Background: an optimization exercise with open tools, aiming at small area and a short achievable clock period. Do not read the settings as production practice.
At most, simulation tests tie the RTL to the original design; equivalence was not proved.

==> inputs of build 65 <==
==> flow/design.v <==
package mem_ctrl_pkg;
   localparam int CNT_W = 4;
endpackage
module sp_byte_ram #(
  parameter int    DATA_W      = 32,
  parameter int    DEPTH_WORDS = 64,
  parameter        MEM_INIT    = "",
  parameter int    NB          = DATA_W / 8,
  parameter int    AW          = (DEPTH_WORDS > 1) ? $clog2(DEPTH_WORDS) : 1
) (
  input  logic              clk,
  input  logic [NB*DEPTH_WORDS/4-1:0] wen,
  input  logic [DATA_W-1:0] wdata,
  input  logic [DEPTH_WORDS/2-1:0] tsel,
  output logic [DATA_W-1:0] tap
);
  localparam int NR = DEPTH_WORDS / 4;
  logic [DATA_W-1:0] tap_r [NR];
  for (genvar r = 0; r < NR; r++) begin : g_ring
    logic [DATA_W-1:0] p0, p1, p2, p3;
    always_ff @(posedge clk) begin
      p1 <= p0;
      p2 <= p1;
      p3 <= p2;
      for (int b = 0; b < NB; b++)
        p0[b*8 +: 8] <= wen[r*NB+b] ? wdata[b*8 +: 8] : p3[b*8 +: 8];
    end
    assign tap_r[r] = ({DATA_W{tsel[2*r]}} & p0) | ({DATA_W{tsel[2*r+1]}} & p2);
  end
  always_comb begin
    tap = '0;
    for (int r = 0; r < NR; r++) tap = tap | tap_r[r];
  end
endmodule
import mem_ctrl_pkg::*;
module multicycle_mem_ctrl
#(
   parameter int                DATA_W      = 32,
   parameter int                ADDR_W      = 32,
   parameter int                DEPTH_WORDS = 64,
   parameter int                WAIT_STATES = 2,
   parameter                    MEM_INIT    = "",
   parameter logic [ADDR_W-1:0] MMIO_ADDR   = 32'h0000_0100
) (
   input  logic                clk,
   input  logic                reset,
   input  logic                req,
   input  logic                we,
   input  logic [ADDR_W-1:0]   addr,
   input  logic [DATA_W-1:0]   wdata,
   input  logic [DATA_W/8-1:0] be,
   output logic [DATA_W-1:0]   rdata,
   output logic                ready,
   output logic                err,
   output logic [DATA_W-1:0]   WriteData,
   output logic [ADDR_W-1:0]   DataAdr,
   output logic                MemWrite,
   output logic [DATA_W-1:0]   mmio_out
);
   localparam int NB  = DATA_W / 8;
   localparam int BLG = (NB > 1) ? $clog2(NB) : 0;
   localparam int AW  = (DEPTH_WORDS > 1) ? $clog2(DEPTH_WORDS) : 1;
   localparam int NR  = DEPTH_WORDS / 4;
   localparam bit MMIO_EN = 1'b1;
   logic              b1, b2, b3, idle, accept;
   logic              we_q, bad_q, hit_q;
   logic [AW-1:0]     widx_q;
   logic [DATA_W-1:0] wdata_q;
   logic [NB-1:0]     be_q;
   logic              hit_d, bad_d;
   assign hit_d  = MMIO_EN && (addr == MMIO_ADDR);
   assign bad_d  = (addr[BLG-1:0] != '0) || ((addr[ADDR_W-1:AW+BLG] != '0) && !hit_d);
   assign accept = idle && req;
   always_ff @(posedge clk) begin
      if (!reset) begin
         b1   <= 1'b0;
         b2   <= 1'b0;
         b3   <= 1'b0;
         idle <= 1'b1;
      end else begin
         b1   <= accept;
         b2   <= b1;
         b3   <= b2;
         idle <= !accept && !b1 && !b2;
      end
   end
   always_ff @(posedge clk) begin
      if (accept) begin
         we_q    <= we;
         bad_q   <= bad_d;
         hit_q   <= hit_d;
         widx_q  <= addr[AW+BLG-1:BLG];
         wdata_q <= wdata;
         be_q    <= be;
      end
   end
   logic [1:0]        ph;           
   logic [DATA_W-1:0] wbuf;         
   logic [NB-1:0]     wbe;
   logic [1:0]        wslot;        
   logic [NR-1:0]     wring;        
   logic              wa;           
   logic              land;
   logic [NB*NR-1:0]  wen;
   logic [DATA_W-1:0] tap, samp_q;
   logic [1:0]        posn;
   always_ff @(posedge clk) ph <= ph + 2'd1;
   always_ff @(posedge clk) begin
      if (b2) begin
         wbuf   <= wdata_q;
         wbe    <= be_q;
         wslot  <= widx_q[1:0];
         for (int r = 0; r < NR; r++) wring[r] <= (widx_q[AW-1:2] == r);
      end
   end
   logic       lnext_q, l3_q;
   logic       wa_n;
   logic [1:0] wslot_n;
   logic       p3_n;
   assign land = lnext_q || (l3_q && reset);
   always_comb begin
      if (b2 && reset && we_q && !bad_q && !hit_q) wa_n = 1'b1;
      else if (land || (b3 && !reset))             wa_n = 1'b0;
      else                                         wa_n = wa;
      wslot_n = b2 ? widx_q[1:0] : wslot;
      p3_n    = (wslot_n + ph + 2'd1) == 2'd3;
   end
   always_ff @(posedge clk) begin
      wa      <= wa_n;
      lnext_q <= wa_n && p3_n && !(b2 && reset);
      l3_q    <= wa_n && p3_n && (b2 && reset);
   end
   always_comb begin
      for (int r = 0; r < NR; r++)
         for (int b = 0; b < NB; b++)
            wen[r*NB+b] = land && wring[r] && wbe[b];
   end
   logic [2*NR-1:0]   tsel_q;
   logic              hsel;
   logic [DATA_W-1:0] rtap;
   logic [DATA_W-1:0] mmio_q;
   assign posn = widx_q[1:0] + ph + 2'd1;
   always_ff @(posedge clk) begin
      for (int r = 0; r < NR; r++) begin
         tsel_q[2*r]   <= (widx_q[AW-1:2] == r) && (posn == 2'd0) && !hit_q;
         tsel_q[2*r+1] <= (widx_q[AW-1:2] == r) && (posn == 2'd2) && !hit_q;
      end
   end
   sp_byte_ram #(
      .DATA_W      (DATA_W),
      .DEPTH_WORDS (DEPTH_WORDS),
      .MEM_INIT    (MEM_INIT)
   ) u_ram (
      .clk   (clk),
      .wen   (wen),
      .wdata (wbuf),
      .tsel  (tsel_q),
      .tap   (tap)
   );
   assign hsel = hit_q && !idle;
   assign rtap = tap | ({DATA_W{hsel}} & mmio_q);
   always_ff @(posedge clk) samp_q <= rtap;
   logic              ready_q, err_q, mw_q;
   logic              ld_q;
   logic [DATA_W-1:0] rdata_q, wd_out_q;
   logic [AW:0]       adr_out_q;    
   always_ff @(posedge clk) ld_q <= reset && b2 && !we_q && !bad_q;
   always_ff @(posedge clk) begin
      if (!reset) begin
         ready_q   <= 1'b0;
         err_q     <= 1'b0;
         mw_q      <= 1'b0;
         wd_out_q  <= '0;
         adr_out_q <= '0;
         rdata_q   <= '0;
      end else begin
         ready_q <= b3;
         err_q   <= b3 && bad_q;
         mw_q    <= b3 && we_q && !bad_q;
         if (b3 && we_q && !bad_q) begin
            wd_out_q  <= wdata_q;
            adr_out_q <= {hit_q, widx_q};
         end
         if (ld_q) rdata_q <= rtap | samp_q;
      end
   end
   always_ff @(posedge clk) begin
      if (!reset) begin
         mmio_q <= '0;
      end else if (b3 && we_q && hit_q) begin
         for (int i = 0; i < NB; i++) begin
            if (be_q[i]) mmio_q[i*8 +: 8] <= wdata_q[i*8 +: 8];
         end
      end
   end
   assign rdata     = rdata_q;
   assign mmio_out  = mmio_q;
   assign ready     = ready_q;
   assign err       = err_q;
   assign MemWrite  = mw_q;
   assign WriteData = wd_out_q;
   assign DataAdr   = {{(ADDR_W-AW-BLG-1){1'b0}}, adr_out_q, {BLG{1'b0}}};
endmodule
==> flow/run.sh <==
#!/bin/bash
# synth_recipe.tcl (not shown) runs the flow's synth.tcl, then flattens the netlist and writes it again
# the make line also repeats each setting of config.mk as NAME=value (left out here)
make -C /OpenROAD-flow-scripts/flow DESIGN_CONFIG=/design/flow/config.mk WORK_HOME=/design/flow/orfs CLKGATE_MAP_FILE= SYNTH_SCRIPT=/design/flow/synth_recipe.tcl finish
==> flow/config.mk <==
export PLATFORM = sky130hd
export DESIGN_NAME = multicycle_mem_ctrl
export DESIGN_NICKNAME = multicycle_mem_ctrl
export VERILOG_FILES = /design/flow/design.v
export SDC_FILE = /design/flow/constraint.sdc
export NUM_CORES = 4
export LEC_CHECK = 0
export CAP_MARGIN = 20
export CORE_MARGIN = 2
export CORE_UTILIZATION = 50
export CTS_CLUSTER_DIAMETER = 100
export CTS_CLUSTER_SIZE = 25
export PLACE_DENSITY = 0.75
export SETUP_SLACK_MARGIN = 2.1
export SLEW_MARGIN = 20
export TNS_END_PERCENT = 10
==> flow/constraint.sdc <==
create_clock -name core_clock -period 4.0 [get_ports {clk}]
set_input_delay 0.8000 -clock core_clock [delete_from_list [all_inputs] [get_ports {clk}]]
set_output_delay 0.8000 -clock core_clock [all_outputs]
set_load 0.01 [all_outputs]
==> build 95: changes against build 65 <==
--- a/flow/design.v
+++ b/flow/design.v
@@ -12,5 +12,5 @@
   input  logic [NB*DEPTH_WORDS/4-1:0] wen,
   input  logic [DATA_W-1:0] wdata,
-  input  logic [DEPTH_WORDS/2-1:0] tsel,
+  input  logic [DEPTH_WORDS/4-1:0] tsel,
   output logic [DATA_W-1:0] tap
 );
@@ -26,5 +26,5 @@
         p0[b*8 +: 8] <= wen[r*NB+b] ? wdata[b*8 +: 8] : p3[b*8 +: 8];
     end
-    assign tap_r[r] = ({DATA_W{tsel[2*r]}} & p0) | ({DATA_W{tsel[2*r+1]}} & p2);
+    assign tap_r[r] = {DATA_W{tsel[r]}} & p0;
   end
   always_comb begin
@@ -103,4 +103,5 @@
    logic              land;
    logic [NB*NR-1:0]  wen;
+   logic [NR-1:0]     tsel_q;
    logic [DATA_W-1:0] tap, samp_q;
    logic [1:0]        posn;
@@ -136,15 +137,23 @@
             wen[r*NB+b] = land && wring[r] && wbe[b];
    end
-   logic [2*NR-1:0]   tsel_q;
-   logic              hsel;
+   logic [AW-1:0]     idx_n;
+   logic              hit_n;
+   logic [1:0]        nph_q;
+   logic [NR-1:0]     tsel, tsel_in;
+   logic              hsel, keep;
    logic [DATA_W-1:0] rtap;
    logic [DATA_W-1:0] mmio_q;
-   assign posn = widx_q[1:0] + ph + 2'd1;
-   always_ff @(posedge clk) begin
-      for (int r = 0; r < NR; r++) begin
-         tsel_q[2*r]   <= (widx_q[AW-1:2] == r) && (posn == 2'd0) && !hit_q;
-         tsel_q[2*r+1] <= (widx_q[AW-1:2] == r) && (posn == 2'd2) && !hit_q;
-      end
-   end
+   assign idx_n = idle ? addr[AW+BLG-1:BLG] : widx_q;
+   assign hit_n = idle ? hit_d : hit_q;
+   always_ff @(posedge clk) nph_q <= ~ph;
+   always_comb begin
+      for (int r = 0; r < NR; r++)
+         tsel_in[r] = (addr[AW+BLG-1:BLG+2] == r) && (addr[BLG+1:BLG] == nph_q);
+   end
+   always_ff @(posedge clk) begin
+      for (int r = 0; r < NR; r++)
+         tsel_q[r] <= (idx_n[AW-1:2] == r) && (idx_n[1:0] == ~ph) && !hit_n;
+   end
+   assign tsel = idle ? tsel_in : tsel_q;
    sp_byte_ram #(
       .DATA_W      (DATA_W),
@@ -155,10 +164,11 @@
       .wen   (wen),
       .wdata (wbuf),
-      .tsel  (tsel_q),
+      .tsel  (tsel),
       .tap   (tap)
    );
    assign hsel = hit_q && !idle;
+   assign keep = !idle && !(b1 && hit_q);
    assign rtap = tap | ({DATA_W{hsel}} & mmio_q);
-   always_ff @(posedge clk) samp_q <= rtap;
+   always_ff @(posedge clk) samp_q <= rtap | (samp_q & {DATA_W{keep}});
    logic              ready_q, err_q, mw_q;
    logic              ld_q;
Settings changed: PLACE_DENSITY 0.75 to unset, SETUP_SLACK_MARGIN 2.1 to 1.8, SYNTH_HIERARCHICAL set to 1, TNS_END_PERCENT 10 to unset.
==> trial 10: changes against build 65 <==
==> flow/design.v, changed modules only <==
module sp_byte_ram #(
  parameter int    DATA_W      = 32,
  parameter int    DEPTH_WORDS = 64,
  parameter        MEM_INIT    = "",
  parameter int    NB          = DATA_W / 8,
  parameter int    AW          = (DEPTH_WORDS > 1) ? $clog2(DEPTH_WORDS) : 1
) (
  input  logic              clk,
  input  logic [NB*DEPTH_WORDS/4-1:0] wen,
  input  logic [DATA_W-1:0] wdata,
  input  logic [DEPTH_WORDS/4-1:0] tsel,
  output logic [DATA_W-1:0] tap
);
  localparam int NR = DEPTH_WORDS / 4;
  logic [DATA_W-1:0] tap_r [NR];
  for (genvar r = 0; r < NR; r++) begin : g_ring
    logic [DATA_W-1:0] p0, p1, p2, p3;
    always_ff @(posedge clk) begin
      p1 <= p0;
      p2 <= p1;
      p3 <= p2;
      for (int b = 0; b < NB; b++)
        p0[b*8 +: 8] <= wen[r*NB+b] ? wdata[b*8 +: 8] : p3[b*8 +: 8];
    end
    assign tap_r[r] = {DATA_W{tsel[r]}} & p0;
  end
  always_comb begin
    tap = '0;
    for (int r = 0; r < NR; r++) tap = tap | tap_r[r];
  end
endmodule
module multicycle_mem_ctrl
#(
   parameter int                DATA_W      = 32,
   parameter int                ADDR_W      = 32,
   parameter int                DEPTH_WORDS = 64,
   parameter int                WAIT_STATES = 2,
   parameter                    MEM_INIT    = "",
   parameter logic [ADDR_W-1:0] MMIO_ADDR   = 32'h0000_0100
) (
   input  logic                clk,
   input  logic                reset,
   input  logic                req,
   input  logic                we,
   input  logic [ADDR_W-1:0]   addr,
   input  logic [DATA_W-1:0]   wdata,
   input  logic [DATA_W/8-1:0] be,
   output logic [DATA_W-1:0]   rdata,
   output logic                ready,
   output logic                err,
   output logic [DATA_W-1:0]   WriteData,
   output logic [ADDR_W-1:0]   DataAdr,
   output logic                MemWrite,
   output logic [DATA_W-1:0]   mmio_out
);
   localparam int NB  = DATA_W / 8;
   localparam int BLG = (NB > 1) ? $clog2(NB) : 0;
   localparam int AW  = (DEPTH_WORDS > 1) ? $clog2(DEPTH_WORDS) : 1;
   localparam int NR  = DEPTH_WORDS / 4;
   localparam bit MMIO_EN = 1'b1;
   logic              b1, b2, b3, idle, accept;
   logic              we_q, bad_q, hit_q;
   logic [AW-1:0]     widx_q;
   logic [DATA_W-1:0] wdata_q;
   logic [NB-1:0]     be_q;
   logic              hit_d, bad_d;
   assign hit_d  = MMIO_EN && (addr == MMIO_ADDR);
   assign bad_d  = (addr[BLG-1:0] != '0) || ((addr[ADDR_W-1:AW+BLG] != '0) && !hit_d);
   assign accept = idle && req;
   always_ff @(posedge clk) begin
      if (!reset) begin
         b1   <= 1'b0;
         b2   <= 1'b0;
         b3   <= 1'b0;
         idle <= 1'b1;
      end else begin
         b1   <= accept;
         b2   <= b1;
         b3   <= b2;
         idle <= !accept && !b1 && !b2;
      end
   end
   always_ff @(posedge clk) begin
      if (accept) begin
         we_q    <= we;
         bad_q   <= bad_d;
         hit_q   <= hit_d;
         widx_q  <= addr[AW+BLG-1:BLG];
         wdata_q <= wdata;
         be_q    <= be;
      end
   end
   logic [1:0]        ph;           
   logic [DATA_W-1:0] wbuf;         
   logic [NB-1:0]     wbe;
   logic [1:0]        wslot;        
   logic [NR-1:0]     wring;        
   logic              wa;           
   logic              land;
   logic [NB*NR-1:0]  wen;
   logic [NR-1:0]     tsel_q;
   logic [DATA_W-1:0] tap, samp_q;
   logic [1:0]        posn;
   always_ff @(posedge clk) ph <= ph + 2'd1;
   always_ff @(posedge clk) begin
      if (b2) begin
         wbuf   <= wdata_q;
         wbe    <= be_q;
         wslot  <= widx_q[1:0];
         for (int r = 0; r < NR; r++) wring[r] <= (widx_q[AW-1:2] == r);
      end
   end
   logic       lnext_q, l3_q;
   logic       wa_n;
   logic [1:0] wslot_n;
   logic       p3_n;
   assign land = lnext_q || (l3_q && reset);
   always_comb begin
      if (b2 && reset && we_q && !bad_q && !hit_q) wa_n = 1'b1;
      else if (land || (b3 && !reset))             wa_n = 1'b0;
      else                                         wa_n = wa;
      wslot_n = b2 ? widx_q[1:0] : wslot;
      p3_n    = (wslot_n + ph + 2'd1) == 2'd3;
   end
   always_ff @(posedge clk) begin
      wa      <= wa_n;
      lnext_q <= wa_n && p3_n && !(b2 && reset);
      l3_q    <= wa_n && p3_n && (b2 && reset);
   end
   always_comb begin
      for (int r = 0; r < NR; r++)
         for (int b = 0; b < NB; b++)
            wen[r*NB+b] = land && wring[r] && wbe[b];
   end
   logic [AW-1:0]   idx_n;
   logic [NR-1:0]   tsel, tsel_in;
   assign idx_n = idle ? addr[AW+BLG-1:BLG] : widx_q;
   always_comb begin
      for (int r = 0; r < NR; r++)
         tsel_in[r] = (addr[AW+BLG-1:BLG+2] == r) && ((addr[BLG+1:BLG] + ph) == 2'd0);
   end
   always_ff @(posedge clk) begin
      for (int r = 0; r < NR; r++)
         tsel_q[r] <= (idx_n[AW-1:2] == r) && ((idx_n[1:0] + ph + 2'd1) == 2'd0);
   end
   assign tsel = idle ? tsel_in : tsel_q;
   sp_byte_ram #(
      .DATA_W      (DATA_W),
      .DEPTH_WORDS (DEPTH_WORDS),
      .MEM_INIT    (MEM_INIT)
   ) u_ram (
      .clk   (clk),
      .wen   (wen),
      .wdata (wbuf),
      .tsel  (tsel),
      .tap   (tap)
   );
   always_ff @(posedge clk) samp_q <= tap | (idle ? '0 : samp_q);
   logic              ready_q, err_q, mw_q;
   logic              ldr_q, ldm_q;
   logic [DATA_W-1:0] rdata_q, wd_out_q, mmio_q;
   logic [AW:0]       adr_out_q;    
   always_ff @(posedge clk) begin
      ldr_q <= reset && b2 && !we_q && !bad_q && !hit_q;
      ldm_q <= reset && b2 && !we_q && hit_q;
   end
   always_ff @(posedge clk) begin
      if (!reset) begin
         ready_q   <= 1'b0;
         err_q     <= 1'b0;
         mw_q      <= 1'b0;
         wd_out_q  <= '0;
         adr_out_q <= '0;
         rdata_q   <= '0;
      end else begin
         ready_q <= b3;
         err_q   <= b3 && bad_q;
         mw_q    <= b3 && we_q && !bad_q;
         if (b3 && we_q && !bad_q) begin
            wd_out_q  <= wdata_q;
            adr_out_q <= {hit_q, widx_q};
         end
         if (ldr_q)      rdata_q <= tap | samp_q;
         else if (ldm_q) rdata_q <= mmio_q;
      end
   end
   always_ff @(posedge clk) begin
      if (!reset) begin
         mmio_q <= '0;
      end else if (b3 && we_q && hit_q) begin
         for (int i = 0; i < NB; i++) begin
            if (be_q[i]) mmio_q[i*8 +: 8] <= wdata_q[i*8 +: 8];
         end
      end
   end
   assign rdata     = rdata_q;
   assign mmio_out  = mmio_q;
   assign ready     = ready_q;
   assign err       = err_q;
   assign MemWrite  = mw_q;
   assign WriteData = wd_out_q;
   assign DataAdr   = {{(ADDR_W-AW-BLG-1){1'b0}}, adr_out_q, {BLG{1'b0}}};
endmodule
Settings changed: ABC_AREA set to 1, PLACE_DENSITY 0.75 to unset, SETUP_SLACK_MARGIN 2.1 to 1.8, SYNTH_HIERARCHICAL set to 1, TNS_END_PERCENT 10 to unset.
==> results.cfg <==
[outcome]
outcome = finished clean

[cells_and_area]
layout-drive-gt1-share_pct = 27.6
seq_cells = 2327
seq_share_pct = 66.7

[sta]
fin_crit_sh_pct = 52.8
fmax_ghz = 0.473

[setup_path]
crit_cells = 6
cp_slowest_cell = dfxtp_4
crit_path_start_kind = register
crit_fanout = 15

[yosys]
ys_warn_count = 3

[grt]
grtUsageMet3_pct = 4.93
grt_usage_pct = 26.8

[power]
p_leak_uw = 0.0283

[detailed_routing]
drt_first_pass_iters = 6
That was build 65.
==> results.cfg <==
[setup_path]
crit_cells = 16
arrival_ns = 3.05
crit_path_cell_trace = dlygate4sd2_1 > inv_1 > nand2_1 > nor2_1 > nand3_4 > nand2_8 > buf_12 > buf_16 > nand2_1 > nand4_1 > nor2_1 > nand2_1 > nor2_1 > nand2_1 > o21ai_2 > nor3_2
crit_fanout = 8
crit_path_start_kind = primary input
cp_slowest_cell = dlygate4sd2_1

[clock_network]
hold_buffers = 0

[grt]
grt_usage_pct = 23.7
grtUsageMet3_pct = 4.52

[power]
p_leak_uw = 0.0305

[yosys]
synth_top_family_by_area = simple AND/OR/NAND/NOR gates
ys_warn_count = 9
synth_common_cells = 2215 x dfxtp_1, 1037 x nand2_1, 512 x mux2_2
yosysSeqAreaShare_pct = 76.3

[sta]
tightest_slew_ns = 1.13
fin_crit_sh_pct = 61.2
rsz0062_at_grt = true

[outcome]
outcome = finished clean

[cells_and_area]
seq_cells = 2312
layout-drive-gt1-share_pct = 24.1
n_clock_buffer = 133

[detailed_routing]
drt_first_pass_iters = 5
That was trial 10.
==> results.cfg <==
[worst_hold_path]
min_path_type = reg -> reg

[cells_and_area]
seq_cells = 2312
inv_count = 5
seq_share_pct = 69.1
layout-drive-gt1-share_pct = 25.3

[setup_path]
cp_slowest_cell = a221oi_4
crit_cells = 13
crit_path_start_kind = primary input
crit_fanout = 6

[grt]
grt_usage_pct = 22.0
grtUsageMet3_pct = 3.88

[sta]
fmax_ghz = 0.403
fin_crit_sh_pct = 62.0

[power]
p_leak_uw = 0.0267

[detailed_routing]
drt_first_pass_iters = 5

[clock_network]
tritoncts = built

[yosys]
ys_warn_count = 9
yosysSeqAreaShare_pct = 78.8
ys_dominant_reg_cell = dfxtp_1
yosysTopAreaCell = dfxtp_1

[outcome]
outcome = finished clean
That was build 95.
No functional check of the RTL was part of build 95 and trial 10.

==> afterwards: timing with drivers on the ports <==
The results above use ideal ports. As a check the final layouts listed here were re-extracted and re-timed, cells and wires unchanged. Step 1: set_driving_cell puts a clkbuf_16 on clk and a buf_2 on each other input, an assumption about the parent block. Step 2 moves the port delays by t, midway between the first and last clock arrival at a register: inputs arrive t later, outputs are due t later. That takes back most of the time a late clock gives input paths. Slacks: no drivers / after step 1 / after step 2; pairs: no drivers / after step 1.
| run | t (ns) | setup slack, ns | hold WS [ns] | worst register clock-pin slew, ns | cell pins on the clock port's net |
|---|---|---|---|---|---|
| build 65 | 0.784 | 1.886 / 1.848 / 1.420 | 0.297 / 0.297 / 0.297 | 0.11 / 0.11 | 1 |
| build 95 | 0.772 | 1.522 / 1.556 / 0.794 | 0.314 / 0.314 / 0.314 | 0.10 / 0.10 | 1 |
| trial 10 | 0.776 | 1.552 / 1.560 / 0.830 | 0.305 / 0.289 / 0.305 | 0.10 / 0.10 | 1 |
After both steps every run listed still meets setup and hold. The setup slack of build 95, which loses most, moves by +0.034 ns with the drivers and by -0.728 ns with both steps.
